This is an optimization exercise on Yosys and OpenROAD, whose aim is small area, not a production implementation. RTL that was checked went through simulation tests only; none was proved equivalent to the original. The flow treats the clock pin as an ideal source, which a real chip does not have. Power and IR drop assume default switching activity.

Setup of job 2127:
==> flow/design.v (excerpt) <==
module eqPath (
    input  logic      S_AXI_ACLK,
    input  logic      S_AXI_ARESETN,
    input  logic      hostWr,
    input  eqPathPkg::hostAddr_t hostAddr,
    input  eqPathPkg::hostData_t hostData,
    input  logic      ADC_SDO,
    output logic      ADC_SCK,
    output logic      ADC_SDI,
    output logic      ADC_CONV_CS,
    output logic      DAC_SCK,
    output logic      DAC_SDI,
    output logic      DAC_CONV_CS
);
For scale: about 97 flip-flops, about 51 I/O pins, about 3700 sq um of cells after synthesis.
==> module eqPath, before the edit <==
module eqPath (
    input  logic      S_AXI_ACLK,
    input  logic      S_AXI_ARESETN,
    input  logic      hostWr,
    input  eqPathPkg::hostAddr_t hostAddr,
    input  eqPathPkg::hostData_t hostData,
    input  logic      ADC_SDO,
    output logic      ADC_SCK,
    output logic      ADC_SDI,
    output logic      ADC_CONV_CS,
    output logic      DAC_SCK,
    output logic      DAC_SDI,
    output logic      DAC_CONV_CS
);
    localparam logic [8:0] CNT_RST = 9'd281;
    logic [8:0] cnt;
    logic       tag;     
    logic adcWin, adcSck, adcSdi0, adcSdi1, dacWin, dacSck, dataWin, dacOne, dacTag, gainLoad, sampleEn, mulWin, step0, ph0, phHigh, phOdd, ph1, ph0b, satCap, dataMsb, jump0, jump1;
    assign adcWin   = (cnt[8] && cnt[7] && !cnt[6]);
    assign adcSck   = (cnt[8] && cnt[7] && cnt[1]);
    assign adcSdi0  = (cnt[8] && cnt[7] && !cnt[6] && !cnt[5] && !cnt[4] && !cnt[3] && !cnt[2]);
    assign adcSdi1  = (cnt[8] && cnt[7] && !cnt[5] && !cnt[4] && !cnt[3] && cnt[2]);
    assign dacWin   = (!cnt[8] && !cnt[7]);
    assign dacSck   = (!cnt[8] && !cnt[7] && cnt[1]);
    assign dataWin  = (!cnt[7] && cnt[6]);
    assign dacOne   = (!cnt[8] && !cnt[7] && !cnt[4] && cnt[3]);
    assign dacTag   = (!cnt[7] && cnt[4] && cnt[3] && cnt[2]);
    assign gainLoad = (cnt[8] && !cnt[7] && cnt[4]) || (!cnt[8] && !cnt[6] && !cnt[5] && !cnt[4] && !cnt[3] && !cnt[2] && !cnt[1] && cnt[0]);
    assign sampleEn = (!cnt[6] && !cnt[1] && cnt[0]);
    assign mulWin   = (cnt[7]);
    assign step0    = (!cnt[6] && !cnt[5] && !cnt[4] && !cnt[3] && !cnt[1]) || (!cnt[6] && !cnt[5] && !cnt[4] && !cnt[3] && !cnt[2]);
    assign ph0      = (!cnt[8] && !cnt[1] && !cnt[0]) || (cnt[7] && cnt[1] && !cnt[0]);
    assign phHigh   = (!cnt[1]);
    assign phOdd    = (cnt[0]);
    assign ph1      = (cnt[1]);
    assign ph0b     = (cnt[0]);
    assign satCap   = (!cnt[6] && !cnt[4] && !cnt[3] && !cnt[2] && !cnt[1] && !cnt[0]);
    assign dataMsb  = (!cnt[5] && !cnt[4] && !cnt[3] && !cnt[2]);
    assign jump0    = (cnt[8] && cnt[6] && cnt[0]);
    assign jump1    = (cnt[8] && !cnt[7] && cnt[3] && cnt[0]);
    always_ff @(posedge S_AXI_ACLK) begin
        if (!S_AXI_ARESETN) begin
            cnt <= CNT_RST;
            tag <= 1'b0;
        end else begin
            cnt <= jump0 ? 9'd32 : (jump1 ? 9'd384 : (cnt + 9'd1));
            if (jump0) tag <= ~tag;
        end
    end
    logic [15:0] staged0, staged1;
    logic        hit0, hit1;
    logic        written0, written1;
    assign hit0 = hostWr && (hostAddr[3:0] == 4'hC) && !hostAddr[4];
    assign hit1 = hostWr && (hostAddr[3:0] == 4'hC) &&  hostAddr[4];
    always_ff @(posedge S_AXI_ACLK) begin
        if (hit0) staged0 <= hostData[15:0];
        if (hit1) staged1 <= hostData[15:0];
        written0 <= S_AXI_ARESETN && (written0 || hit0);
        written1 <= S_AXI_ARESETN && (written1 || hit1);
    end
    logic [15:0] gainSwapN;
    logic        load0, load1, loadUnity;
    assign load0     = gainLoad && tag && written0;
    assign load1     = gainLoad && !tag && written1;
    assign loadUnity = gainLoad && !(tag ? written0 : written1);
    logic [15:0] loadValN;
    assign loadValN = ~((staged0 & {16{load0}}) | (staged1 & {16{load1}})
                        | (16'h4000 & {16{loadUnity}}));
    always_ff @(posedge S_AXI_ACLK) begin
        gainSwapN <= loadValN & ({gainSwapN[7:0], gainSwapN[15:8]} | {16{gainLoad}});
    end
    logic [15:0] gainSwap;
    assign gainSwap = ~gainSwapN;
    logic adcBit;
    always_ff @(posedge S_AXI_ACLK) begin
        if (sampleEn) adcBit <= ADC_SDO;
    end
    logic [31:0] p;
    logic        carry;              
    logic        shiftIn;            
    logic        addOn, subOn;
    logic [7:0]  gainByte, addend, byteIn;
    logic [8:0]  byteSum;
    logic        gainSign;
    assign gainSign = phOdd ? gainSwap[7] : gainSwap[15];
    assign gainByte = phHigh ? {8{gainSign}} : gainSwap[7:0];
    assign addOn    = mulWin && !step0 && adcBit;
    assign subOn    = step0 && !adcBit;
    assign addend   = (gainByte & {8{addOn}}) | (~gainByte & {8{subOn}});
    assign byteIn   = {p[6:0], ph0 ? (p[31] && !mulWin) : shiftIn} & {8{!step0}};
    logic [8:0] c;
    assign c[0] = ph0 ? subOn : carry;
    for (genvar i = 0; i < 8; i++) begin : g_add
        assign byteSum[i] = byteIn[i] ^ addend[i] ^ c[i];
        assign c[i+1]     = (byteIn[i] & addend[i]) | (c[i] & (byteIn[i] ^ addend[i]));
    end
    assign byteSum[8] = c[8];
    always_ff @(posedge S_AXI_ACLK) begin
        p       <= {byteSum[7:0], p[31:8]};
        carry   <= byteSum[8];
        shiftIn <= p[7];
    end
    logic satOn, satNeg;
    always_ff @(posedge S_AXI_ACLK) begin
        if (satCap) begin
            satOn  <= !((p[31] == p[30]) && (p[30] == p[29]));
            satNeg <= p[31];
        end
    end
    logic       pBit;
    logic       dataBit;
    always_comb begin
        case ({ph1, ph0b})
            2'd0:    pBit = p[5];
            2'd1:    pBit = p[30];
            2'd2:    pBit = p[22];
            default: pBit = p[14];
        endcase
    end
    assign dataBit = satOn ? !satNeg : (pBit ^ dataMsb);
    assign ADC_CONV_CS = !adcWin;
    assign ADC_SCK     = adcSck;
    assign ADC_SDI     = adcSdi0 || (adcSdi1 && tag);
    assign DAC_CONV_CS = !dacWin;
    assign DAC_SCK     = dacSck;
    assign DAC_SDI     = dataWin ? dataBit : (dacOne || (dacTag && tag));
endmodule
Settings: LEC_CHECK=0, CAP_MARGIN=20, CORE_MARGIN=2, CORE_UTILIZATION=65, SLEW_MARGIN=20; clock period 10.0 ns.
standard.sh (not shown) runs the stock make flow with config.mk's settings and CLKGATE_MAP_FILE= SYNTH_SCRIPT=/design/flow/synth_recipe.tcl, a recipe that flattens the netlist after the stock synthesis.
==> flow/flow/run.sh <==
#!/bin/bash
# The standard ORFS layout (standard.sh) with these changes:
# - the smallest buffer (buf_1) on the ports,
# - a clock tree of clkbuf_8 without dummy loads, whose buffers post_cts.tcl
#   then downsizes where the clock pins keep their slew,
# - power recovery (downsizing of cells with slack), after which
#   post_grt.tcl repairs any slew or capacitance violation it left.
# make's full output goes to make.log; ORFS keeps each step's log in orfs/logs.
set -euo pipefail
F="$PWD/flow"
bash standard.sh \
  "BUFFER_PORTS_ARGS=-buffer_cell sky130_fd_sc_hd__buf_1" \
  "CTS_ARGS=-sink_clustering_enable -repair_clock_nets -buf_list sky130_fd_sc_hd__clkbuf_8 -dont_use_dummy_load" \
  "POST_CTS_TCL=$F/post_cts.tcl" \
  RECOVER_POWER=100 \
  "POST_GLOBAL_ROUTE_TCL=$F/post_grt.tcl" \
  finish > make.log 2>&1
Other scripts of this flow, unchanged in this note and not shown: flow/flow/post_cts.tcl, flow/flow/post_grt.tcl
Inputs modified between job 2127 and job 938:
-- flow/design.v --
<<< job 2127, line 37
    logic [8:0] cnt;
    logic       tag;     
    logic adcWin, adcSck, adcSdi0, adcSdi1, dacWin, dacSck, dataWin, dacOne, dacTag, gainLoad, sampleEn, mulWin, step0, ph0, phHigh, phOdd, ph1, ph0b, satCap, dataMsb, jump0, jump1;
    assign adcWin   = (cnt[8] && cnt[7] && !cnt[6]);
    assign adcSck   = (cnt[8] && cnt[7] && cnt[1]);
>>> job 938, line 37
    logic [8:0] cnt;
    logic       tag;     
    logic adcWin, adcSck, adcSdi0, adcSdi1, dacWin, dacSck, dataWin, dacOne, dacTag, gainLoad, sampleEn, mulWin, step0, pass, ph0, phHigh, phOdd, ph1, ph0b, satCap, dataMsb, jump0, jump1;
    assign adcWin   = (cnt[8] && cnt[7] && !cnt[6]);
    assign adcSck   = (cnt[8] && cnt[7] && cnt[1]);
<<< job 2127, line 51
    assign mulWin   = (cnt[7]);
    assign step0    = (!cnt[6] && !cnt[5] && !cnt[4] && !cnt[3] && !cnt[1]) || (!cnt[6] && !cnt[5] && !cnt[4] && !cnt[3] && !cnt[2]);
    assign ph0      = (!cnt[8] && !cnt[1] && !cnt[0]) || (cnt[7] && cnt[1] && !cnt[0]);
    assign phHigh   = (!cnt[1]);
>>> job 938, line 51
    assign mulWin   = (cnt[7]);
    assign step0    = (!cnt[6] && !cnt[5] && !cnt[4] && !cnt[3] && !cnt[1]) || (!cnt[6] && !cnt[5] && !cnt[4] && !cnt[3] && !cnt[2]);
    assign pass     = (!cnt[7] && !cnt[6]);
    assign ph0      = (!cnt[8] && !cnt[1] && !cnt[0]) || (cnt[7] && cnt[1] && !cnt[0]);
    assign phHigh   = (!cnt[1]);
<<< job 2127, line 56
    assign ph1      = (cnt[1]);
    assign ph0b     = (cnt[0]);
    assign satCap   = (!cnt[6] && !cnt[4] && !cnt[3] && !cnt[2] && !cnt[1] && !cnt[0]);
    assign dataMsb  = (!cnt[5] && !cnt[4] && !cnt[3] && !cnt[2]);
    assign jump0    = (cnt[8] && cnt[6] && cnt[0]);
>>> job 938, line 57
    assign ph1      = (cnt[1]);
    assign ph0b     = (cnt[0]);
    assign satCap   = (!cnt[6] && !cnt[1] && !cnt[0]);
    assign dataMsb  = (!cnt[5] && !cnt[4] && !cnt[3] && !cnt[2]);
    assign jump0    = (cnt[8] && cnt[6] && cnt[0]);
<<< job 2127, line 80
        written1 <= S_AXI_ARESETN && (written1 || hit1);
    end
    logic [15:0] gainSwapN;
    logic        load0, load1, loadUnity;
    assign load0     = gainLoad && tag && written0;
    assign load1     = gainLoad && !tag && written1;
    assign loadUnity = gainLoad && !(tag ? written0 : written1);
    logic [15:0] loadValN;
    assign loadValN = ~((staged0 & {16{load0}}) | (staged1 & {16{load1}})
                        | (16'h4000 & {16{loadUnity}}));
    always_ff @(posedge S_AXI_ACLK) begin
        gainSwapN <= loadValN & ({gainSwapN[7:0], gainSwapN[15:8]} | {16{gainLoad}});
    end
    logic [15:0] gainSwap;
    assign gainSwap = ~gainSwapN;
    logic adcBit;
    always_ff @(posedge S_AXI_ACLK) begin
>>> job 938, line 81
        written1 <= S_AXI_ARESETN && (written1 || hit1);
    end
    logic [15:0] nextGain;
    logic [15:0] gainSwap;
    logic        pick0, pick1;
    assign pick0    = tag && written0;
    assign pick1    = !tag && written1;
    assign nextGain = (staged0 & {16{pick0}}) | (staged1 & {16{pick1}})
                    | (16'h4000 & {16{!pick0 && !pick1}});
    always_ff @(posedge S_AXI_ACLK) begin
        if (gainLoad) gainSwap <= nextGain;
        else          gainSwap <= {gainSwap[7:0], gainSwap[15:8]};
    end
    logic adcBit;
    always_ff @(posedge S_AXI_ACLK) begin
<<< job 2127, line 109
    assign subOn    = step0 && !adcBit;
    assign addend   = (gainByte & {8{addOn}}) | (~gainByte & {8{subOn}});
    assign byteIn   = {p[6:0], ph0 ? (p[31] && !mulWin) : shiftIn} & {8{!step0}};
    logic [8:0] c;
    assign c[0] = ph0 ? subOn : carry;
>>> job 938, line 108
    assign subOn    = step0 && !adcBit;
    assign addend   = (gainByte & {8{addOn}}) | (~gainByte & {8{subOn}});
    assign byteIn   = pass ? p[7:0]
                    : ({p[6:0], shiftIn && !ph0} & {8{!step0}});
    logic [8:0] c;
    assign c[0] = ph0 ? subOn : carry;
<<< job 2127, line 133
    always_comb begin
        case ({ph1, ph0b})
            2'd0:    pBit = p[5];
            2'd1:    pBit = p[30];
            2'd2:    pBit = p[22];
            default: pBit = p[14];
        endcase
    end
>>> job 938, line 133
    always_comb begin
        case ({ph1, ph0b})
            2'd0:    pBit = p[29];
            2'd1:    pBit = p[21];
            2'd2:    pBit = p[13];
            default: pBit = p[5];
        endcase
    end
==> comparison <==
Compared with job 2127, job 938 shows buffer count excluding the clock tree in the final layout that has gone down by a few percent.
STATUS clock power: job 938 wins against job 2127
Summary of job 938 over job 2127: die area higher, area growth from synthesis to layout moved down, via density per instance held, final weighted congestion in routability-driven placement went up.
Multi-input combinational area share was higher in job 938 than in job 2127.
Going from job 2127 to job 938, register area share after synthesis shrinks by 1.2 points.
Between job 2127 and job 938, the number of filler cells placed in the layout is lower for job 2127.
Taking job 2127 as 1.0, job 938 lands at 1.12 on post-synthesis cell type count.
On width of the chip: between job 2127 and job 938, it ends up lower for job 2127.
From job 2127 to job 938 the numbers moved as follows: placement-stage worst setup slack lost 0.24 ns, chip height higher.
No functional check of the RTL was part of job 2127.

what the ideal ports hide:
No port has a modelled driver above. Below, the same layouts with a new extraction and two added sets of constraints. Step 1 sets driving cells, clkbuf_16 on the clock port and buf_2 on the other inputs (assumed; they add their load-dependent delay and slew). Step 2 moves the port delays by t, midway between the first and last clock arrival at a register: inputs arrive t later, outputs are due t later. That takes back most of the time a late clock gives input paths. a / b / c = ideal ports / drivers / drivers and shift; a / b = the first two.
| run | shift t [ns] | setup slack, ns | hold slack, ns | cell pins on the clock port's net |
|---|---|---|---|---|
| job 2127 | 0.535 | 5.162 / 5.162 / 5.162 | 0.304 / 0.304 / 0.304 | 1 |
| job 938 | 0.520 | 4.825 / 4.825 / 4.825 | 0.328 / 0.328 / 0.328 | 1 |
After both steps setup and hold are still met in every run listed.
